What follows belongs to an exercise in optimizing a design on an open flow for small area and a short achievable clock period; a production flow would make more cautious choices. In this exercise RTL edits were held to simulation tests only and were not proved equivalent to the original. No activity file was given, so power comes from the tool's default toggle rates.

main:
==> flow/design.v (excerpt) <==
module pic_ctrl
(
  input  logic        clk,
  input  logic        rst,
  input  logic [31:0] extintsrc_req,
  input  logic        picm_rden,
  input  logic        picm_wren,
  input  logic [31:0] picm_rdaddr,
  input  logic [31:0] picm_wraddr,
  input  logic [31:0] picm_wr_data,
  input  logic [3:0]  meipt,
  input  logic [3:0]  meicurpl,
  output logic [31:0] picm_rd_data,
  output logic [7:0]  claimid,
  output logic [3:0]  pl,
  output logic        mexintpend,
  output logic        mhwakeup
);
  logic        wk_prio, wk_en, wk_gw, wk_clr, wk_pc;
  logic [3:0]  wlo;    
  logic [7:0]  whi;    
  logic [3:0]  wd;
  logic        cfg_rst;
  logic        priord;
  logic [3:0]  q      [32];
  logic [31:0] en, pol, typ;
  logic [31:0] s1, edgep;
  logic [31:0] cand;
  logic [1:0]  hmax;
  logic [31:0] rd_q;
  logic [4:0]  id_q;
  logic [3:0]  pl_q;
  logic        pend_q, wake_q;
  logic [31:0] wsel;
  logic [3:0]  wq;
  logic        wd0, wd1;
  logic        priord_n, flip;
  ...
export LEC_CHECK = 0
export ABC_AREA = 1
export CAP_MARGIN = 20
export CORE_MARGIN = 2
export CORE_UTILIZATION = 60
export SETUP_SLACK_MARGIN = 5
export SLEW_MARGIN = 20
export TNS_END_PERCENT = 5
create_clock -name core_clock -period 8.5 [get_ports {clk}]
standard.sh (not shown) runs the stock make flow with config.mk's settings and CLKGATE_MAP_FILE= SYNTH_SCRIPT=/design/flow/synth_recipe.tcl, a recipe that flattens the netlist after the stock synthesis.
==> flow/flow/run.sh <==
#!/bin/bash
# Own layout flow: the standard ORFS flow (standard synthesis), with the smallest buffer on
# the ports instead of the delay cell the resizer picks. Every tool's output goes to a log here.
set -euo pipefail
W=$(pwd)
# The flow settings of config.mk also go on make's command line, as in standard.sh.
KNOBS=()
while read -r kw k eq v; do
  case "$k" in
    PLATFORM|DESIGN_NAME|DESIGN_NICKNAME|VERILOG_FILES|SDC_FILE|NUM_CORES|LEC_CHECK) ;;
    *) [[ "$kw" == export && "$eq" == "=" ]] && KNOBS+=("$k=$v") ;;
  esac
done < "$W/config.mk"
echo "knobs: ${KNOBS[*]}" > "$W/knobs.log"
make -C "$FLOW_HOME" DESIGN_CONFIG="$W/config.mk" WORK_HOME="$W/orfs" CLKGATE_MAP_FILE= \
  SYNTH_SCRIPT="$W/synth_recipe.tcl" \
  BUFFER_PORTS_ARGS="-buffer_cell sky130_fd_sc_hd__buf_1" \
  "${KNOBS[@]}" finish > "$W/make.log" 2>&1
R="$W/orfs/results/$FLOW_PLATFORM/pic_ctrl/base"
: # left out here: write the final layout as DEF
No stage failed in main, and the final checks on the layout all came back clean.
Relative to main, the following input files were edited for the feature branch:
-- flow/config.mk --
<<< main, line 10
export CORE_MARGIN = 2
export CORE_UTILIZATION = 60
export SETUP_SLACK_MARGIN = 5
export SLEW_MARGIN = 20
export TNS_END_PERCENT = 5
>>> the feature branch, line 10
export CORE_MARGIN = 2
export CORE_UTILIZATION = 60
export CTS_CLUSTER_DIAMETER = 80
export CTS_CLUSTER_SIZE = 24
export SETUP_SLACK_MARGIN = 5
export SLEW_MARGIN = 20
export TNS_END_PERCENT = 15
==> comparison <==
Diff main and the feature branch: portion of total power attributed to combinational logic lower in main. Taking main as the reference, in the feature branch data arrival time of the worst path held, sequential cell fraction of total power went up 4.0 points. The feature branch — count of clock-buffer cells in the layout 31 lower, main as reference. Met1 layer usage reported by global route in the feature branch vs main: up 0.29 points. Utilization down 2.2 points in the feature branch wrt main. Diff main -> the feature branch: relative contribution of the clock network to total power dropped 7.7 points; wire length of the first global-routing pass dropped about 1.2%; maximum frequency barely changed. Finished layout cell area: the feature branch better than main. Wire: the feature branch routes less than main.

========
== the baseline ==
The RTL this note starts from:
==> flow/design.v <==
package pic_pkg;
  localparam logic [24:0] PRIO_HI  = 25'(32'hf00c_0000 >> 7);
  localparam logic [24:0] EN_HI    = 25'(32'hf00c_2000 >> 7);
  localparam logic [24:0] GW_HI    = 25'(32'hf00c_4000 >> 7);
  localparam logic [24:0] CLR_HI   = 25'(32'hf00c_5000 >> 7);
  localparam logic [25:0] PEND_HI  = 26'(32'hf00c_1000 >> 6);
  localparam logic [31:0] PICCFG   = 32'hf00c_3000;
endpackage
module pic_ctrl
(
  input  logic        clk,
  input  logic        rst,
  input  logic [31:0] extintsrc_req,
  input  logic        picm_rden,
  input  logic        picm_wren,
  input  logic [31:0] picm_rdaddr,
  input  logic [31:0] picm_wraddr,
  input  logic [31:0] picm_wr_data,
  input  logic [3:0]  meipt,
  input  logic [3:0]  meicurpl,
  output logic [31:0] picm_rd_data,
  output logic [7:0]  claimid,
  output logic [3:0]  pl,
  output logic        mexintpend,
  output logic        mhwakeup
);
  logic        wk_prio, wk_en, wk_gw, wk_clr, wk_pc;
  logic [3:0]  wlo;    
  logic [7:0]  whi;    
  logic [3:0]  wd;
  logic        cfg_rst;
  logic        priord;
  logic [3:0]  q      [32];
  logic [31:0] en, pol, typ;
  logic [31:0] s1, edgep;
  logic [31:0] cand;
  logic [1:0]  hmax;
  logic [31:0] rd_q;
  logic [4:0]  id_q;
  logic [3:0]  pl_q;
  logic        pend_q, wake_q;
  logic [31:0] wsel;
  logic [3:0]  wq;
  logic        wd0, wd1;
  logic        priord_n, flip;
  logic [3:0]  q_n    [32];
  logic [31:0] en_n, pol_n, typ_n, clr, edge_n, pend_n, elig_n;
  always_comb begin
    for (int n = 0; n < 32; n++) wsel[n] = wlo[n % 4] & whi[n / 4];
  end
  assign wq  = wd ^ {4{priord & ~cfg_rst}};
  assign wd0 = wd[0];
  assign wd1 = wd[1];
  assign priord_n = wk_pc ? wd0 : priord;
  assign flip     = wk_pc & (wd[0] ^ priord);
  always_comb begin
    q_n[0] = '0;
    en_n[0] = 1'b0; pol_n[0] = 1'b0; typ_n[0] = 1'b0; clr[0] = 1'b0;
    for (int n = 1; n < 32; n++) begin
      q_n[n]   = (wk_prio & wsel[n]) ? wq : (q[n] ^ {4{flip}});
      en_n[n]  = (wk_en & wsel[n]) ? wd0 : en[n];
      pol_n[n] = (wk_gw & wsel[n]) ? wd0 : pol[n];
      typ_n[n] = (wk_gw & wsel[n]) ? wd1 : typ[n];
      clr[n]   = wk_clr & wsel[n];
    end
  end
  logic [31:0] edge_w;
  assign edge_w = (s1 ^ pol) | (edgep & ~clr);
  assign edge_n = edge_w & {32{~(rst | cfg_rst)}};
  assign pend_n = (s1 ^ pol_n) | (edge_w & typ_n);
  assign elig_n = pend_n & en_n;
  logic wvalid;
  assign wvalid = picm_wren & ~rst;
  logic [31:0] rdec;
  logic [3:0]  rq;
  logic        ren, rpol, rtyp;
  logic        rvalid, h_prio, h_en, h_gw, h_pc, h_pend;
  logic [31:0] rsel, rd_n;
  logic        bypass;
  always_comb begin
    for (int n = 0; n < 32; n++) rdec[n] = (picm_rdaddr[6:2] == 5'(n));
  end
  always_comb begin
    rq   = {4{priord_n & rdec[0]}};   
    ren  = 1'b0;
    rpol = 1'b0;
    rtyp = 1'b0;
    for (int n = 1; n < 32; n++) begin
      rq   = rq   | (q_n[n] & {4{rdec[n]}});
      ren  = ren  | (en_n[n] & rdec[n]);
      rpol = rpol | (pol_n[n] & rdec[n]);
      rtyp = rtyp | (typ_n[n] & rdec[n]);
    end
  end
  assign rvalid = picm_rden & ~rst;
  assign h_prio = rvalid & (picm_rdaddr[31:7] == pic_pkg::PRIO_HI);
  assign h_en   = rvalid & (picm_rdaddr[31:7] == pic_pkg::EN_HI);
  assign h_gw   = rvalid & (picm_rdaddr[31:7] == pic_pkg::GW_HI);
  assign h_pc   = rvalid & (picm_rdaddr == pic_pkg::PICCFG);
  assign h_pend = rvalid & (picm_rdaddr[31:6] == pic_pkg::PEND_HI) & (picm_rdaddr[5:2] == 4'd0);
  assign rsel = ({32{h_pend}} & pend_n)
              | {28'b0, {4{h_prio}} & (rq ^ {4{priord_n}})}
              | {31'b0, h_en & ren}
              | {30'b0, h_gw & rtyp, h_gw & rpol}
              | {31'b0, h_pc & priord_n};
  assign bypass = rvalid && picm_wren && (picm_rdaddr == picm_wraddr);
  assign rd_n   = bypass ? picm_wr_data : rsel;
  logic [31:0] xh3, xh2, c, cand_n;
  logic        A3, A2, A1;
  logic [1:0]  hmax_n;
  always_comb begin
    for (int n = 0; n < 32; n++) begin
      xh3[n] = elig_n[n] & q_n[n][3];
      xh2[n] = elig_n[n] & q_n[n][2];
    end
  end
  assign A3 = |(xh3 & xh2);
  assign A2 = |xh3;
  assign A1 = A2 | (|xh2);
  always_comb begin
    for (int n = 0; n < 32; n++)
      c[n] = ((xh3[n] & xh2[n]) | ~A3) & (xh3[n] | ~A2) & (xh3[n] | xh2[n] | ~A1);
  end
  assign cand_n = c & elig_n & {32{~rst}};
  assign hmax_n = {A2, A3 | (A1 & ~A2)} & {2{~rst}};
  logic [31:0] xl1, xl0, d;
  logic        B3, B2, B1, any;
  logic [3:0]  win_prio;
  logic [4:0]  win_id, enc_id;
  always_comb begin
    for (int n = 0; n < 32; n++) begin
      xl1[n] = cand[n] & q[n][1];
      xl0[n] = cand[n] & q[n][0];
    end
  end
  assign B3 = |(xl1 & xl0);
  assign B2 = |xl1;
  assign B1 = B2 | (|xl0);
  always_comb begin
    for (int n = 0; n < 32; n++)
      d[n] = cand[n] & ((xl1[n] & xl0[n]) | ~B3) & (xl1[n] | ~B2) & (xl1[n] | xl0[n] | ~B1);
  end
  logic [15:0] o1; logic [7:0] o2; logic [3:0] o3; logic [1:0] o4;
  logic [15:0] i1; logic [7:0][1:0] i2; logic [3:0][2:0] i3; logic [1:0][3:0] i4;
  always_comb begin
    for (int k = 0; k < 16; k++) begin o1[k] = d[2*k] | d[2*k+1]; i1[k] = ~d[2*k]; end
    for (int k = 0; k < 8; k++) begin o2[k] = o1[2*k] | o1[2*k+1]; i2[k] = o1[2*k] ? {1'b0, i1[2*k]} : {1'b1, i1[2*k+1]}; end
    for (int k = 0; k < 4; k++) begin o3[k] = o2[2*k] | o2[2*k+1]; i3[k] = o2[2*k] ? {1'b0, i2[2*k]} : {1'b1, i2[2*k+1]}; end
    for (int k = 0; k < 2; k++) begin o4[k] = o3[2*k] | o3[2*k+1]; i4[k] = o3[2*k] ? {1'b0, i3[2*k]} : {1'b1, i3[2*k+1]}; end
    enc_id = o4[0] ? {1'b0, i4[0]} : {1'b1, i4[1]};
  end
  assign win_prio = {hmax, B2, B3 | (B1 & ~B2)};
  assign any      = hmax[1] | hmax[0] | B1;
  assign win_id   = any ? enc_id : 5'd0;
  logic       pord;
  logic [3:0] ipt_eff, curpl_eff;
  assign pord      = priord & ~cfg_rst;
  assign ipt_eff   = meipt ^ {4{pord}};
  assign curpl_eff = meicurpl ^ {4{pord}};
  always_ff @(posedge clk) begin
    cfg_rst <= rst;
    for (int k = 0; k < 4; k++) wlo[k] <= rst | (picm_wraddr[3:2] == 2'(k));
    for (int k = 0; k < 8; k++) whi[k] <= rst | (picm_wraddr[6:4] == 3'(k));
    wd      <= picm_wr_data[3:0] & {4{~rst}};
    wk_prio <= rst | (wvalid & (picm_wraddr[31:7] == pic_pkg::PRIO_HI));
    wk_en   <= rst | (wvalid & (picm_wraddr[31:7] == pic_pkg::EN_HI));
    wk_gw   <= rst | (wvalid & (picm_wraddr[31:7] == pic_pkg::GW_HI));
    wk_clr  <= wvalid & (picm_wraddr[31:7] == pic_pkg::CLR_HI);
    wk_pc   <= rst | (wvalid & (picm_wraddr == pic_pkg::PICCFG));
    priord <= priord_n;
    for (int n = 0; n < 32; n++) q[n] <= q_n[n];
    en     <= en_n;
    pol    <= pol_n;
    typ    <= typ_n;
    edgep  <= edge_n;
    cand   <= cand_n;
    hmax   <= hmax_n;
    rd_q   <= rd_n;
  end
  always_ff @(posedge clk) begin
    if (rst) begin
      s1     <= '0;
      id_q   <= '0;
      pl_q   <= '0;
      pend_q <= 1'b0;
      wake_q <= 1'b0;
    end else begin
      s1     <= {extintsrc_req[31:1], 1'b0};
      id_q   <= win_id;
      pl_q   <= win_prio ^ {4{pord}};
      pend_q <= (win_prio > ipt_eff) && (win_prio > curpl_eff);
      wake_q <= (win_prio == 4'd15);
    end
  end
  assign picm_rd_data = rd_q;
  assign claimid      = {3'b0, id_q};
  assign pl           = pl_q;
  assign mexintpend   = pend_q;
  assign mhwakeup     = wake_q;
endmodule
export LEC_CHECK = 0
export ABC_AREA = 1
export CAP_MARGIN = 20
export CORE_MARGIN = 2
export CORE_UTILIZATION = 50
export SETUP_SLACK_MARGIN = 5
export SLEW_MARGIN = 20
export TNS_END_PERCENT = 5
create_clock -name core_clock -period 8.5 [get_ports {clk}]
run.sh (not shown) runs the stock make flow with config.mk's settings and CLKGATE_MAP_FILE= SYNTH_SCRIPT=/design/flow/synth_recipe.tcl, a recipe that flattens the netlist after the stock synthesis.
Stock flow here: none of the scripts above is used.
#### Input delta (the candidate over the baseline)
==> flow/flow/run.sh (new file) <==
#!/bin/bash
# Own layout flow: the standard ORFS flow, with a different ABC mapping script for the
# combinational logic and the smallest buffer on the ports. Every tool's output goes to a log here.
set -euo pipefail
W=$(pwd)
rm -rf "$W/scripts_local"
mkdir -p "$W/scripts_local"
cp -r "$FLOW_HOME/scripts/." "$W/scripts_local/"
cp "$W/flow/abc_area.script" "$W/scripts_local/abc_area.script"
# The flow settings of config.mk also go on make's command line, as in standard.sh.
KNOBS=()
while read -r kw k eq v; do
  case "$k" in
    PLATFORM|DESIGN_NAME|DESIGN_NICKNAME|VERILOG_FILES|SDC_FILE|NUM_CORES|LEC_CHECK) ;;
    *) [[ "$kw" == export && "$eq" == "=" ]] && KNOBS+=("$k=$v") ;;
  esac
done < "$W/config.mk"
echo "knobs: ${KNOBS[*]}" > "$W/knobs.log"
make -C "$FLOW_HOME" DESIGN_CONFIG="$W/config.mk" WORK_HOME="$W/orfs" CLKGATE_MAP_FILE= \
  SYNTH_SCRIPT="$W/synth_recipe.tcl" SCRIPTS_DIR="$W/scripts_local" \
  BUFFER_PORTS_ARGS="-buffer_cell sky130_fd_sc_hd__buf_1" \
  "${KNOBS[@]}" finish > "$W/make.log" 2>&1
R="$W/orfs/results/$FLOW_PLATFORM/pic_ctrl/base"
: # left out here: write the final layout as DEF
==> flow/flow/abc_area.script (new file) <==
strash; dc2; strash; &get -n; &dch -f; &nf -R 1000; &put; topo
==> flow/standard.sh (new file) <==
#!/bin/bash
# synth_recipe.tcl (not shown) runs the flow's synth.tcl, then flattens the netlist and writes it again
# the make line also repeats each setting of config.mk as NAME=value (left out here)
make -C /OpenROAD-flow-scripts/flow DESIGN_CONFIG=/design/flow/config.mk WORK_HOME=/design/flow/orfs CLKGATE_MAP_FILE= SYNTH_SCRIPT=/design/flow/synth_recipe.tcl "${@:-finish}"
removed: flow/run.sh
[summary]
- Timing, DRC, antenna: 0 failures across the candidate and the baseline
- Taking the baseline over the candidate, the die area ratio works out to 1.11.
- Relative area of non-clock buffer cells in the final design: the candidate vs the baseline down 1.2 points
- Of the candidate and the baseline, the lower worst setup slack belongs to the candidate.
- The candidate: count of clock-buffer cells in the layout is 7.0% higher than what the baseline reported.
- Compared with the baseline, in the candidate synthesized area lost 2100 um^2, global-route wire length before repair lower.

port drivers added, routing unchanged:
Ports are ideal in the flow. The routed layouts listed here were re-timed in OpenROAD.
Step 1 assumes that a clkbuf_16 drives the clock port and a buf_2 every other input.
Step 2, shift: input delay + t, output delay - t, t = (earliest + latest rising clock arrival at the registers) / 2. This alone moves slack from input paths to output paths.
Three values: ideal, step 1, step 2; two values: the first two.
run | t, ns | setup WS [ns] | worst hold slack (ns) | worst data-port slew with drivers (ns) | cell pins on the clock port's net
main | 0.604 | 5.005 / 5.039 / 4.435 | 0.493 / 0.493 / 0.493 | 0.05 | 1
the feature branch | 0.615 | 5.009 / 5.042 / 4.426 | 0.496 / 0.496 / 0.496 | 0.05 | 1
the baseline | 0.643 | 5.018 / 5.018 / 4.418 | 0.501 / 0.501 / 0.501 | 0.07 | 1
the candidate | 0.647 | 4.736 / 4.753 / 4.105 | 0.476 / 0.476 / 0.476 | 0.06 | 1
After both steps setup and hold are still met in every run listed. For the candidate, which loses most, drivers alone change the setup slack by +0.017 ns; drivers and shift together by -0.631 ns.
